What follows belongs to an exercise in optimizing a design on an open flow for small area, a short achievable clock period and few clock cycles; a production flow would make more cautious choices.
RTL that was checked went through simulation tests only; none was proved equivalent to the original.

==> inputs of build 97 <==
## rpn_stack_evaluator
module rpn_stack_evaluator (
	input  logic                           clk,
	input  logic                           arst_n,
	input  logic                           s_tvalid,
	output logic                           s_tready,
	input  logic [rse_pkg::SYM_W-1:0]      s_tdata,    
	input  logic                           s_tlast,
	output logic                           m_tvalid,
	input  logic                           m_tready,
	output logic [rse_pkg::WORD_W-1:0]     m_tdata,    
	output logic                           m_tuser     
);
	localparam int W   = rse_pkg::WORD_W;
	localparam int D   = rse_pkg::STACK_DEPTH;
	localparam int CW  = rse_pkg::CNT_W;
	localparam int K   = 7;           
	localparam int R   = D - K;       
	localparam int PHW = 6;
	localparam logic [1:0] S_CH    = 2'd0;
	localparam logic [1:0] S_MUL   = 2'd1;
	localparam logic [1:0] S_DNORM = 2'd2;
	localparam logic [1:0] S_DIV   = 2'd3;
	localparam logic [1:0] C_HOLD = 2'd0;
	localparam logic [1:0] C_WR0  = 2'd1;    
	localparam logic [1:0] C_PUSH = 2'd2;    
	localparam logic [1:0] C_POP  = 2'd3;    
	localparam logic [2:0] V_ACC  = 3'd0;
	localparam logic [2:0] V_ALU  = 3'd1;
	localparam logic [2:0] V_MUL  = 3'd2;
	localparam logic [2:0] V_DIV  = 3'd3;
	localparam logic [2:0] V_ZERO = 3'd4;
	localparam logic [2:0] V_KEEP = 3'd5;
	function automatic logic [5:0] blen(input logic [W-1:0] x);
		blen = '0;
		for (int i = 0; i < W; i++) begin
			if (x[i]) begin
				blen = 6'(i + 1);
			end
		end
	endfunction
	logic          pv;
	logic          plast;
	logic          pdig;
	logic          pplus;
	logic          pminus;
	logic          pstar;
  ...
export LEC_CHECK = 0
export CAP_MARGIN = 20
export CORE_MARGIN = 2
export CORE_UTILIZATION = 40
export SLEW_MARGIN = 20
create_clock -name core_clock -period 10.0 [get_ports {clk}]
run.sh (not shown) runs the stock make flow with config.mk's settings and CLKGATE_MAP_FILE= SYNTH_SCRIPT=/design/flow/synth_recipe.tcl, a recipe that flattens the netlist after the stock synthesis.
==> build 62: changes against build 97 <==
==> flow/design.v (replaced) <==
package rse_pkg;
	localparam int STACK_DEPTH = 64;
	localparam int WORD_W      = 32;
	localparam int SYM_W       = 8;
	localparam int CNT_W       = $clog2(STACK_DEPTH + 1);
	localparam logic [SYM_W-1:0] CH_PLUS  = 8'h2B;
	localparam logic [SYM_W-1:0] CH_MINUS = 8'h2D;
	localparam logic [SYM_W-1:0] CH_STAR  = 8'h2A;
	localparam logic [SYM_W-1:0] CH_SLASH = 8'h2F;
	localparam logic [SYM_W-1:0] CH_ZERO  = 8'h30;
	localparam logic [SYM_W-1:0] CH_NINE  = 8'h39;
endpackage
module rpn_stack_evaluator (
	input  logic                           clk,
	input  logic                           arst_n,
	input  logic                           s_tvalid,
	output logic                           s_tready,
	input  logic [rse_pkg::SYM_W-1:0]      s_tdata,    
	input  logic                           s_tlast,
	output logic                           m_tvalid,
	input  logic                           m_tready,
	output logic [rse_pkg::WORD_W-1:0]     m_tdata,    
	output logic                           m_tuser     
);
	localparam int W   = rse_pkg::WORD_W;
	localparam int D   = rse_pkg::STACK_DEPTH;
	localparam int CW  = rse_pkg::CNT_W;
	localparam int K   = 7;           
	localparam int R   = D - K;       
	localparam int PHW = 6;
	localparam logic [1:0] S_CH  = 2'd0;
	localparam logic [1:0] S_MUL = 2'd1;
	localparam logic [1:0] S_DIV = 2'd2;
	localparam logic [1:0] S_DNORM = 2'd3;
	localparam logic [1:0] C_HOLD = 2'd0;
	localparam logic [1:0] C_WR0  = 2'd1;    
	localparam logic [1:0] C_PUSH = 2'd2;    
	localparam logic [1:0] C_POP  = 2'd3;    
	localparam logic [2:0] V_ACC  = 3'd0;
	localparam logic [2:0] V_ALU  = 3'd1;
	localparam logic [2:0] V_MUL  = 3'd2;
	localparam logic [2:0] V_DIV  = 3'd3;
	localparam logic [2:0] V_KEEP = 3'd4;
	function automatic logic [5:0] blen(input logic [W-1:0] x);
		blen = '0;
		for (int i = 0; i < W; i++) begin
			if (x[i]) begin
				blen = 6'(i + 1);
			end
		end
	endfunction
	function automatic logic [W:0] booth(input logic [2:0] d, input logic [W-1:0] m);
		logic [W-1:0] a;
		logic         n;
		case (d)
			3'b001, 3'b010: begin a = m;                 n = 1'b0; end
			3'b011:         begin a = {m[W-2:0], 1'b0};  n = 1'b0; end
			3'b100:         begin a = {m[W-2:0], 1'b0};  n = 1'b1; end
			3'b101, 3'b110: begin a = m;                 n = 1'b1; end
			default:        begin a = '0;                n = 1'b0; end
		endcase
		booth = {n, n ? ~a : a};
	endfunction
	logic          pv;
	logic          plast;
	logic          pdig;
	logic          pplus;
	logic          pminus;
	logic          pstar;
	logic          pslash;
	logic [3:0]    pdv;
	logic [CW-1:0] cnt;
	logic          c1;       
	logic          c2;       
	logic          ck;       
	logic          in_num;
	logic          neg;
	logic          drop;
	logic          pend;
	logic          err;
	logic [1:0]    st;
	logic [W*K-1:0] tc;
	logic [W*R-1:0] ring;
	logic [PHW-1:0] ph;
	logic [CW-1:0]  phf;     
	logic [W:0]    wm;
	logic [W-1:0]  wn;
	logic [W-1:0]  wz;
	logic          nb;
	logic          mlast;
	logic          qs;
	logic          dz;
	logic [5:0]    itc;
	logic [W-1:0]  t0;
	logic [W-1:0]  t1;
	logic [W-1:0]  tk;
	logic [W-1:0]  rout;
	logic [W-1:0]  t0m;
	logic [W-1:0]  t1m;
	logic [CW-1:0] cnt_pop;
	logic          fill_ok;
	logic          spill_ok;
	logic          spill;
	logic          go;
	logic          consume;
	logic [1:0]    cop;
	logic [2:0]    vsel;
	logic          alu_sub;
	logic [CW-1:0] cnt_n;
	logic          in_num_n;
	logic          neg_n;
	logic          drop_n;
	logic          pend_n;
	logic          err_n;
	logic [1:0]    st_n;
	logic          mul_setup;
	logic          div_setup;
	logic          mul_step;
	logic          div_step;
	logic          div_norm;
	logic [W-1:0]  alu_res;
	logic [W-1:0]  acc_x;
	logic [W-1:0]  acc_d;
	logic [W-1:0]  acc_res;
	logic [W-1:0]  t0_new;
	logic [W:0]    pp0;
	logic [W:0]    pp1;
	logic [W-1:0]  mul_sum;
	logic          mswap;
	logic [W-1:0]  mn;
	logic [W-1:0]  abs_a;
	logic [W-1:0]  abs_b;
	logic [5:0]    la;
	logic [5:0]    lb;
	logic [5:0]    dk;
	logic          bz;
	logic [W+1:0]  trial;
	logic          ge;
	logic [W-1:0]  qv;
	logic [W-2:0]  negz;
	logic [W-1:0]  div_res;
	assign t0      = tc[W-1:0];
	assign t1      = tc[2*W-1:W];
	assign tk      = tc[W*K-1:W*(K-1)];
	assign rout    = ring[W*R-1:W*(R-1)];
	assign t0m     = c1 ? t0 : '0;
	assign t1m     = c2 ? t1 : '0;
	assign cnt_pop = c2 ? (cnt - CW'(1)) : CW'(1);
	assign fill_ok  = ck || (cnt == phf);
	assign spill_ok = (cnt < CW'(K)) || (cnt == (phf - CW'(1)));
	assign alu_res = t1m + (alu_sub ? ~t0m : t0m) + W'(alu_sub);
	assign acc_x   = in_num ? t0 : '0;
	assign acc_d   = (in_num ? neg : pend) ? (W'(0) - W'(pdv)) : W'(pdv);
	assign acc_res = (acc_x << 3) + (acc_x << 1) + acc_d;
	assign pp0     = booth({wn[1:0], nb}, wm[W-1:0]);
	assign pp1     = booth(wn[3:1], {wm[W-3:0], 2'b00});
	assign mul_sum = wz + pp0[W-1:0] + pp1[W-1:0] + W'(pp0[W]) + W'(pp1[W]);
	assign mswap   = ((t1m ^ {W{t1m[W-1]}}) < (t0m ^ {W{t0m[W-1]}}));
	assign mn      = mswap ? t1m : t0m;
	assign abs_a   = t1m[W-1] ? (W'(0) - t1m) : t1m;
	assign abs_b   = t0m[W-1] ? (W'(0) - t0m) : t0m;
	assign la      = blen(t1m ^ {W{t1m[W-1]}}) + 6'(t1m[W-1]);
	assign lb      = blen(t0m ^ {W{t0m[W-1]}});
	assign bz      = (t0m == '0);
	assign dk      = (bz || (la < lb)) ? 6'd0 : (la - lb);
	assign trial   = {2'b00, wn} - {1'b0, wm};
	assign ge      = !trial[W+1];
	assign qv      = {wz[W-2:0], ge};
	assign negz    = W'(0) - wz[W-2:0];
	always_comb begin
		if (dz) begin
			div_res = '0;
		end else if (!qs) begin
			div_res = qv;
		end else if (ge) begin
			div_res = {~wz[W-2:0], 1'b1};
		end else begin
			div_res = {negz, 1'b0};
		end
	end
	always_comb begin
		case (vsel)
			V_ACC:   t0_new = acc_res;
			V_ALU:   t0_new = alu_res;
			V_MUL:   t0_new = mul_sum;
			V_DIV:   t0_new = div_res;
			default: t0_new = t0;
		endcase
	end
	always_comb begin
		go        = pv && !(plast && m_tvalid);
		consume   = 1'b0;
		cop       = C_HOLD;
		vsel      = V_KEEP;
		alu_sub   = 1'b0;
		cnt_n     = cnt;
		in_num_n  = in_num;
		neg_n     = neg;
		drop_n    = drop;
		pend_n    = pend;
		err_n     = err;
		st_n      = st;
		spill     = 1'b0;
		mul_setup = 1'b0;
		div_setup = 1'b0;
		mul_step  = 1'b0;
		div_step  = 1'b0;
		div_norm  = 1'b0;
		if (go) begin
			case (st)
				S_CH: begin
					if (pend && !pdig) begin
						if (fill_ok) begin
							cop     = C_POP;
							vsel    = V_ALU;
							alu_sub = 1'b1;
							cnt_n   = cnt_pop;
							pend_n  = 1'b0;
							if (!(pplus || pstar || pslash || (pminus && plast))) begin
								consume = 1'b1;
								pend_n  = pminus;
							end
						end
					end else if (pdig) begin
						if (in_num) begin
							if (!drop) begin
								cop  = C_WR0;
								vsel = V_ACC;
							end
							consume = 1'b1;
						end else if (cnt == CW'(D)) begin
							in_num_n = 1'b1;
							drop_n   = 1'b1;
							neg_n    = pend;
							pend_n   = 1'b0;
							consume  = 1'b1;
						end else if (spill_ok) begin
							cop      = C_PUSH;
							vsel     = V_ACC;
							spill    = !(cnt < CW'(K));
							cnt_n    = cnt + CW'(1);
							in_num_n = 1'b1;
							neg_n    = pend;
							pend_n   = 1'b0;
							consume  = 1'b1;
						end
					end else if (pminus && !plast) begin
						in_num_n = 1'b0;
						drop_n   = 1'b0;
						neg_n    = 1'b0;
						pend_n   = 1'b1;
						consume  = 1'b1;
					end else if (pplus || pminus || pstar || pslash) begin
						if (fill_ok) begin
							in_num_n = 1'b0;
							drop_n   = 1'b0;
							neg_n    = 1'b0;
							cnt_n    = cnt_pop;
							cop      = C_POP;
							if (pplus || pminus) begin
								vsel    = V_ALU;
								alu_sub = pminus;
								consume = 1'b1;
							end else if (pstar) begin
								mul_setup = 1'b1;
								st_n      = S_MUL;
							end else begin
								div_setup = 1'b1;
								st_n      = S_DNORM;
							end
						end
					end else begin
						in_num_n = 1'b0;
						drop_n   = 1'b0;
						neg_n    = 1'b0;
						consume  = 1'b1;
					end
				end
				S_MUL: begin
					mul_step = 1'b1;
					if (mlast) begin
						cop     = C_WR0;
						vsel    = V_MUL;
						consume = 1'b1;
						st_n    = S_CH;
					end
				end
				S_DNORM: begin
					div_norm = 1'b1;
					st_n     = S_DIV;
				end
				default: begin
					div_step = 1'b1;
					if (itc == '0) begin
						cop     = C_WR0;
						vsel    = V_DIV;
						err_n   = err || dz;
						consume = 1'b1;
						st_n    = S_CH;
					end
				end
			endcase
		end
	end
	assign s_tready = !pv || consume;
	always_ff @(posedge clk) begin
		ring <= {ring[W*(R-1)-1:0], (spill ? tk : rout)};
		case (cop)
			C_WR0: tc[W-1:0] <= t0_new;
			C_PUSH: tc <= {tc[W*(K-1)-1:0], t0_new};
			C_POP: tc <= {rout, tc[W*K-1:2*W], t0_new};
			default: ;
		endcase
	end
	always_ff @(posedge clk) begin
		if (mul_setup) begin
			wm    <= {1'b0, mswap ? t0m : t1m};
			wn    <= mn;
			wz    <= '0;
			nb    <= 1'b0;
			mlast <= (&mn[W-1:3]) || !(|mn[W-1:3]);
		end else if (mul_step) begin
			wm    <= {wm[W-4:0], 4'b0000};
			wn    <= {{4{wn[W-1]}}, wn[W-1:4]};
			wz    <= mul_sum;
			nb    <= wn[3];
			mlast <= (&wn[W-1:7]) || !(|wn[W-1:7]);
		end else if (div_setup) begin
			wn  <= abs_a;
			wm  <= {1'b0, abs_b};
			wz  <= '0;
			itc <= dk;
			qs  <= t1m[W-1] ^ t0m[W-1];
			dz  <= bz;
		end else if (div_norm) begin
			wm <= wm << itc;
		end else if (div_step) begin
			if (ge) begin
				wn <= trial[W-1:0];
			end
			wm  <= {1'b0, wm[W:1]};
			wz  <= qv;
			itc <= itc - 6'd1;
		end
	end
	always_ff @(posedge clk or negedge arst_n) begin
		if (!arst_n) begin
			pv       <= 1'b0;
			plast    <= 1'b0;
			pdig     <= 1'b0;
			pplus    <= 1'b0;
			pminus   <= 1'b0;
			pstar    <= 1'b0;
			pslash   <= 1'b0;
			pdv      <= '0;
			cnt      <= '0;
			c1       <= 1'b0;
			c2       <= 1'b0;
			ck       <= 1'b1;
			in_num   <= 1'b0;
			neg      <= 1'b0;
			drop     <= 1'b0;
			pend     <= 1'b0;
			err      <= 1'b0;
			st       <= S_CH;
			ph       <= '0;
			phf      <= CW'(K + 1);
			m_tvalid <= 1'b0;
			m_tdata  <= '0;
			m_tuser  <= 1'b0;
		end else begin
			if (ph == PHW'(R - 1)) begin
				ph  <= '0;
				phf <= CW'(K + 1);
			end else begin
				ph  <= ph + PHW'(1);
				phf <= phf + CW'(1);
			end
			if (s_tvalid && s_tready) begin
				pv     <= 1'b1;
				plast  <= s_tlast;
				pdig   <= (s_tdata >= rse_pkg::CH_ZERO) && (s_tdata <= rse_pkg::CH_NINE);
				pplus  <= (s_tdata == rse_pkg::CH_PLUS);
				pminus <= (s_tdata == rse_pkg::CH_MINUS);
				pstar  <= (s_tdata == rse_pkg::CH_STAR);
				pslash <= (s_tdata == rse_pkg::CH_SLASH);
				pdv    <= s_tdata[3:0];
			end else if (consume) begin
				pv <= 1'b0;
			end
			st <= st_n;
			if (consume && plast) begin
				m_tvalid <= 1'b1;
				m_tdata  <= (err_n || (!c1 && (cop == C_HOLD))) ? '0 : t0_new;
				m_tuser  <= err_n;
				cnt      <= '0;
				c1       <= 1'b0;
				c2       <= 1'b0;
				ck       <= 1'b1;
				in_num   <= 1'b0;
				neg      <= 1'b0;
				drop     <= 1'b0;
				pend     <= 1'b0;
				err      <= 1'b0;
			end else begin
				if (m_tready) begin
					m_tvalid <= 1'b0;
				end
				cnt    <= cnt_n;
				c1     <= (cnt_n != '0);
				c2     <= (cnt_n > CW'(1));
				ck     <= (cnt_n <= CW'(K));
				in_num <= in_num_n;
				neg    <= neg_n;
				drop   <= drop_n;
				pend   <= pend_n;
				err    <= err_n;
			end
		end
	end
endmodule
- ABC_CLOCK_PERIOD_IN_PS: default -> 3500
- SETUP_SLACK_MARGIN: default -> 5
==> notes.md <==
	build 62	build 97
Simple-gate portion of the synthesized area	7.05%	7.40%
FF-to-FF End	tc[30]	wm[2]
DR WL met3	14,100 µm	13,200 µm
Global routing usage on met1	27.9%	28.2%
Hold EP	ring[821]	ring[549]
Std-Cell Rows	157	155
Fraction of area in multi-input gates	28.5%	27.5%
Post-route clock period utilization	49.6%	87.1%
Met2 routing resource usage after global routing	29.0%	27.7%
Outcome	timing/DRC/antenna clean	timing/DRC/antenna clean
Met3 routing resource usage after global routing	4.00%	4.07%
Clkbuf count	293	281
Post-synthesis to final-layout area growth	15.9%	14.3%
RSZ-0062 raised after global routing	yes	no
Maximum number of pins on one net before global-route repair	135	88
Launch point of the worst hold path	ring[789]	ring[517]
Post-DP HPWL	127,000 µm	122,000 µm
Layout filler cell count	16,400	15,900
Core outline area	183,000 µm²	178,000 µm²
Via Count	45,400	43,500
Testbench counts of build 97, summed over its fixed seeds: cycles 47,668.
Testbench counts of build 62, summed over its fixed seeds: cycles 45,392.

========
==> inputs of raven <==
Another version of the RTL of rpn_stack_evaluator (not shown whole).
Settings: LEC_CHECK=0, CAP_MARGIN=20, CORE_MARGIN=2, CORE_UTILIZATION=40, CTS_CLUSTER_DIAMETER=100, CTS_CLUSTER_SIZE=25, SLEW_MARGIN=20, TNS_END_PERCENT=5; clock period 10.0 ns.
standard.sh (not shown) runs the stock make flow with config.mk's settings and CLKGATE_MAP_FILE= SYNTH_SCRIPT=/design/flow/synth_recipe.tcl, a recipe that flattens the netlist after the stock synthesis.
==> flow/flow/run.sh <==
#!/bin/bash
set -euo pipefail
bash standard.sh SETUP_SLACK_MARGIN=6 finish > flow_make.log 2>&1
==> cedar (differences from raven) <==
--- a/flow/design.v
+++ b/flow/design.v
@@ -94,14 +94,13 @@
 	logic          err;
 	logic [1:0]    st;
 	logic [W*K-1:0] tc;
 	logic [W*R-1:0] ring;
 	logic [PHW-1:0] ph;
 	logic [CW-1:0]  phf;     
-	logic [W+1:0]  wm;
-	logic          bneg;    
+	logic [W:0]    wm;
 	logic [W-1:0]  wn;
 	logic [W-1:0]  wz;
 	logic [2:0]    bd0;
 	logic [2:0]    bd1;
 	logic          mlast;
 	logic          qs;
@@ -150,18 +149,16 @@
 	logic [W-1:0]  acc_d;
 	logic [W-1:0]  acc_res;
 	logic [W-1:0]  t0_new;
 	logic [W-1:0]  pp0;
 	logic [W-1:0]  pp1;
 	logic [W-1:0]  mul_sum;
-	logic [W-1:0]  mcs_s;
-	logic [W-1:0]  pp1x;
-	logic [W-1:0]  mcs_c;
 	logic          mswap;
 	logic [W-1:0]  mn;
 	logic [W-1:0]  abs_a;
+	logic [W-1:0]  abs_b;
 	logic [5:0]    l1;
 	logic [5:0]    l0;
 	logic [5:0]    dk;
 	logic          bz;
 	logic [W+1:0]  trial;
 	logic          ge;
@@ -181,25 +178,23 @@
 	assign alu_sub = pend || pminus;
 	assign alu_res = t1m + (alu_sub ? ~t0m : t0m) + W'(alu_sub);
 	assign acc_x   = in_num ? t0 : '0;
 	assign acc_d   = (in_num ? neg : pend) ? (W'(0) - W'(pdv)) : W'(pdv);
 	assign acc_res = (acc_x << 3) + (acc_x << 1) + acc_d;
 	assign pp0     = bsel(bd0, wm[W-1:0]);
-	assign pp1x    = bsel(bd1, wm[W-1:0]);
-	assign pp1     = {pp1x[W-3:0], bd1[2], bd1[2]};
-	assign mcs_s   = wz ^ pp0 ^ pp1;
-	assign mcs_c   = (wz & pp0) | (wz & pp1) | (pp0 & pp1);
-	assign mul_sum = mcs_s + {mcs_c[W-2:0], bd0[2]} + W'(bd1[2]);
+	assign pp1     = bsel(bd1, {wm[W-3:0], 2'b00});
+	assign mul_sum = wz + pp0 + pp1 + W'(bd0[2]) + W'(bd1[2]);
 	assign l1      = blen(t1m ^ {W{t1m[W-1]}});
 	assign l0      = blen(t0m ^ {W{t0m[W-1]}});
 	assign mswap   = (l1 < l0);
 	assign mn      = mswap ? t1m : t0m;
 	assign abs_a   = t1m[W-1] ? (W'(0) - t1m) : t1m;
+	assign abs_b   = t0m[W-1] ? (W'(0) - t0m) : t0m;
 	assign bz      = (t0m == '0);
 	assign dk      = (dz || (la < lb)) ? 6'd0 : (la - lb);
-	assign trial   = bneg ? ({2'b00, wn} + wm) : ({2'b00, wn} - wm);
+	assign trial   = {2'b00, wn} - {1'b0, wm};
 	assign ge      = !trial[W+1];
 	assign qv      = {wz[W-2:0], ge};
 	assign negz    = (W-1)'(0) - wz[W-2:0];
 	always_comb begin
 		if (dz) begin
 			div_res = '0;
@@ -307,45 +302,44 @@
 		end
 	end
 	always_ff @(posedge clk) begin
 		if (st == S_CH) begin
 			wz <= '0;
 			if (pstar) begin
-				wm    <= {2'b00, mswap ? t0m : t1m};
+				wm    <= {1'b0, mswap ? t0m : t1m};
 				wn    <= mn;
-				bd0   <= mswap ? bdec({t1m[1:0], 1'b0}) : bdec({t0m[1:0], 1'b0});
-				bd1   <= mswap ? bdec(t1m[3:1]) : bdec(t0m[3:1]);
-				mlast <= mswap ? (l1 <= 6'd3) : (l0 <= 6'd3);
+				bd0   <= bdec({mn[1:0], 1'b0});
+				bd1   <= bdec(mn[3:1]);
+				mlast <= ((mswap ? l1 : l0) <= 6'd3);
 			end else begin
 				wn    <= abs_a;
-				wm    <= {{2{t0[W-1]}}, t0};
+				wm    <= {1'b0, abs_b};
 				la    <= l1 + 6'(t1m[W-1]);
 				lb    <= l0;
-				bneg  <= t0[W-1];
 				qs    <= t1m[W-1] ^ t0m[W-1];
 				dz    <= bz;
 			end
 		end else begin
 			case (st)
-				S_DNORM: begin
-					wm  <= wm << dk;
-					itc <= dk;
-				end
 				S_MUL: begin
-					wm    <= {wm[W-3:0], 4'b0000};
+					wm    <= {wm[W-4:0], 4'b0000};
 					wn    <= {{4{wn[W-1]}}, wn[W-1:4]};
 					wz    <= mul_sum;
 					bd0   <= bdec(wn[5:3]);
 					bd1   <= bdec(wn[7:5]);
 					mlast <= (&wn[W-1:7]) || !(|wn[W-1:7]);
 				end
+				S_DNORM: begin
+					wm  <= wm << dk;
+					itc <= dk;
+				end
 				default: begin
 					if (ge) begin
 						wn <= trial[W-1:0];
 					end
-					wm  <= {wm[W+1], wm[W+1:1]};
+					wm  <= {1'b0, wm[W:1]};
 					wz  <= qv;
 					itc <= itc - 6'd1;
 				end
 			endcase
 		end
 	end
==> flow/flow/run.sh (replaced) <==
#!/bin/bash
set -euo pipefail
bash standard.sh SETUP_SLACK_MARGIN=5.75 finish > flow_make.log 2>&1
==> violet (differences from raven) <==
--- a/flow/design.v
+++ b/flow/design.v
@@ -94,14 +94,13 @@
 	logic          err;
 	logic [1:0]    st;
 	logic [W*K-1:0] tc;
 	logic [W*R-1:0] ring;
 	logic [PHW-1:0] ph;
 	logic [CW-1:0]  phf;     
-	logic [W+1:0]  wm;
-	logic          bneg;    
+	logic [W:0]    wm;
 	logic [W-1:0]  wn;
 	logic [W-1:0]  wz;
 	logic [2:0]    bd0;
 	logic [2:0]    bd1;
 	logic          mlast;
 	logic          qs;
@@ -150,18 +149,16 @@
 	logic [W-1:0]  acc_d;
 	logic [W-1:0]  acc_res;
 	logic [W-1:0]  t0_new;
 	logic [W-1:0]  pp0;
 	logic [W-1:0]  pp1;
 	logic [W-1:0]  mul_sum;
-	logic [W-1:0]  mcs_s;
-	logic [W-1:0]  pp1x;
-	logic [W-1:0]  mcs_c;
 	logic          mswap;
 	logic [W-1:0]  mn;
 	logic [W-1:0]  abs_a;
+	logic [W-1:0]  abs_b;
 	logic [5:0]    l1;
 	logic [5:0]    l0;
 	logic [5:0]    dk;
 	logic          bz;
 	logic [W+1:0]  trial;
 	logic          ge;
@@ -181,25 +178,23 @@
 	assign alu_sub = pend || pminus;
 	assign alu_res = t1m + (alu_sub ? ~t0m : t0m) + W'(alu_sub);
 	assign acc_x   = in_num ? t0 : '0;
 	assign acc_d   = (in_num ? neg : pend) ? (W'(0) - W'(pdv)) : W'(pdv);
 	assign acc_res = (acc_x << 3) + (acc_x << 1) + acc_d;
 	assign pp0     = bsel(bd0, wm[W-1:0]);
-	assign pp1x    = bsel(bd1, wm[W-1:0]);
-	assign pp1     = {pp1x[W-3:0], bd1[2], bd1[2]};
-	assign mcs_s   = wz ^ pp0 ^ pp1;
-	assign mcs_c   = (wz & pp0) | (wz & pp1) | (pp0 & pp1);
-	assign mul_sum = mcs_s + {mcs_c[W-2:0], bd0[2]} + W'(bd1[2]);
+	assign pp1     = bsel(bd1, {wm[W-3:0], 2'b00});
+	assign mul_sum = wz + pp0 + pp1 + W'(bd0[2]) + W'(bd1[2]);
 	assign l1      = blen(t1m ^ {W{t1m[W-1]}});
 	assign l0      = blen(t0m ^ {W{t0m[W-1]}});
 	assign mswap   = (l1 < l0);
 	assign mn      = mswap ? t1m : t0m;
 	assign abs_a   = t1m[W-1] ? (W'(0) - t1m) : t1m;
+	assign abs_b   = t0m[W-1] ? (W'(0) - t0m) : t0m;
 	assign bz      = (t0m == '0);
 	assign dk      = (dz || (la < lb)) ? 6'd0 : (la - lb);
-	assign trial   = bneg ? ({2'b00, wn} + wm) : ({2'b00, wn} - wm);
+	assign trial   = {2'b00, wn} - {1'b0, wm};
 	assign ge      = !trial[W+1];
 	assign qv      = {wz[W-2:0], ge};
 	assign negz    = (W-1)'(0) - wz[W-2:0];
 	always_comb begin
 		if (dz) begin
 			div_res = '0;
@@ -307,45 +302,44 @@
 		end
 	end
 	always_ff @(posedge clk) begin
 		if (st == S_CH) begin
 			wz <= '0;
 			if (pstar) begin
-				wm    <= {2'b00, mswap ? t0m : t1m};
+				wm    <= {1'b0, mswap ? t0m : t1m};
 				wn    <= mn;
-				bd0   <= mswap ? bdec({t1m[1:0], 1'b0}) : bdec({t0m[1:0], 1'b0});
-				bd1   <= mswap ? bdec(t1m[3:1]) : bdec(t0m[3:1]);
-				mlast <= mswap ? (l1 <= 6'd3) : (l0 <= 6'd3);
+				bd0   <= bdec({mn[1:0], 1'b0});
+				bd1   <= bdec(mn[3:1]);
+				mlast <= ((mswap ? l1 : l0) <= 6'd3);
 			end else begin
 				wn    <= abs_a;
-				wm    <= {{2{t0[W-1]}}, t0};
+				wm    <= {1'b0, abs_b};
 				la    <= l1 + 6'(t1m[W-1]);
 				lb    <= l0;
-				bneg  <= t0[W-1];
 				qs    <= t1m[W-1] ^ t0m[W-1];
 				dz    <= bz;
 			end
 		end else begin
 			case (st)
-				S_DNORM: begin
-					wm  <= wm << dk;
-					itc <= dk;
-				end
 				S_MUL: begin
-					wm    <= {wm[W-3:0], 4'b0000};
+					wm    <= {wm[W-4:0], 4'b0000};
 					wn    <= {{4{wn[W-1]}}, wn[W-1:4]};
 					wz    <= mul_sum;
 					bd0   <= bdec(wn[5:3]);
 					bd1   <= bdec(wn[7:5]);
 					mlast <= (&wn[W-1:7]) || !(|wn[W-1:7]);
 				end
+				S_DNORM: begin
+					wm  <= wm << dk;
+					itc <= dk;
+				end
 				default: begin
 					if (ge) begin
 						wn <= trial[W-1:0];
 					end
-					wm  <= {wm[W+1], wm[W+1:1]};
+					wm  <= {1'b0, wm[W:1]};
 					wz  <= qv;
 					itc <= itc - 6'd1;
 				end
 			endcase
 		end
 	end
==> flow/run.sh (new file) <==
#!/bin/bash
# synth_recipe.tcl (not shown) runs the flow's synth.tcl, then flattens the netlist and writes it again
# the make line also repeats each setting of config.mk as NAME=value (left out here)
make -C /OpenROAD-flow-scripts/flow DESIGN_CONFIG=/design/flow/config.mk WORK_HOME=/design/flow/orfs CLKGATE_MAP_FILE= SYNTH_SCRIPT=/design/flow/synth_recipe.tcl finish
--- a/flow/config.mk
+++ b/flow/config.mk
@@ -6,9 +6,9 @@
 export NUM_CORES = 4
 export LEC_CHECK = 0
 export CAP_MARGIN = 20
 export CORE_MARGIN = 2
 export CORE_UTILIZATION = 40
 export CTS_CLUSTER_DIAMETER = 100
-export CTS_CLUSTER_SIZE = 25
+export CTS_CLUSTER_SIZE = 28
+export SETUP_SLACK_MARGIN = 5
 export SLEW_MARGIN = 20
-export TNS_END_PERCENT = 5
removed: flow/flow/run.sh
removed: flow/standard.sh
==> comparison <==
- cedar finished with timing, DRC and antenna clean. raven went through all stages and came out clean. violet passed the timing, DRC and antenna checks.
- Clock-buffer cell count, lowest first: violet, cedar, raven.
- Of raven and violet, raven has the higher first-iteration DRC count (gap 8.2%, measured against violet).
- In synthesized area, cedar and violet do not differ.
- Worst hold slack, lowest first: violet, cedar, raven.
- Between cedar and violet, the lower cell area is in violet (gap 2.4%, measured against violet).
Testbench counts of cedar, summed over its fixed seeds: cycles 45,572.
Testbench counts of violet, summed over its fixed seeds: cycles 45,572.
For raven, only the layout was checked, not whether the RTL still works.

==> what the ideal ports hide <==
The results above use ideal ports. As a check the final layouts listed here were re-extracted and re-timed, cells and wires unchanged. Step 1 (the two cells are an assumption about what drives the block):
set clk [get_ports {clk}]
set_driving_cell -lib_cell sky130_fd_sc_hd__clkbuf_16 $clk
set_driving_cell -lib_cell sky130_fd_sc_hd__buf_2 [delete_from_list [all_inputs] $clk]
Step 2 moves the port delays by t, midway between the first and last clock arrival at a register: inputs arrive t later, outputs are due t later. That takes back most of the time a late clock gives input paths. a / b / c = ideal / step 1 / step 2; a / b = the first two.
| run | t (ns) | slack for setup (ns) | worst register clock-pin slew, ns | worst slew at a driven data input, ns |
|---|---|---|---|---|
| build 97 | 0.900 | 1.292 / 1.207 / 2.107 | 0.07 / 0.07 | 0.04 |
| build 62 | 0.891 | 5.043 / 4.964 / 5.108 | 0.08 / 0.08 | 0.04 |
| raven | 0.859 | 5.031 / 5.031 / 5.031 | 0.11 / 0.11 | 0.07 |
| cedar | 0.854 | 5.675 / 5.675 / 5.675 | 0.11 / 0.11 | 0.08 |
| violet | 0.835 | 5.239 / 5.239 / 5.239 | 0.11 / 0.11 | 0.04 |
After both steps every run listed still meets setup and hold.
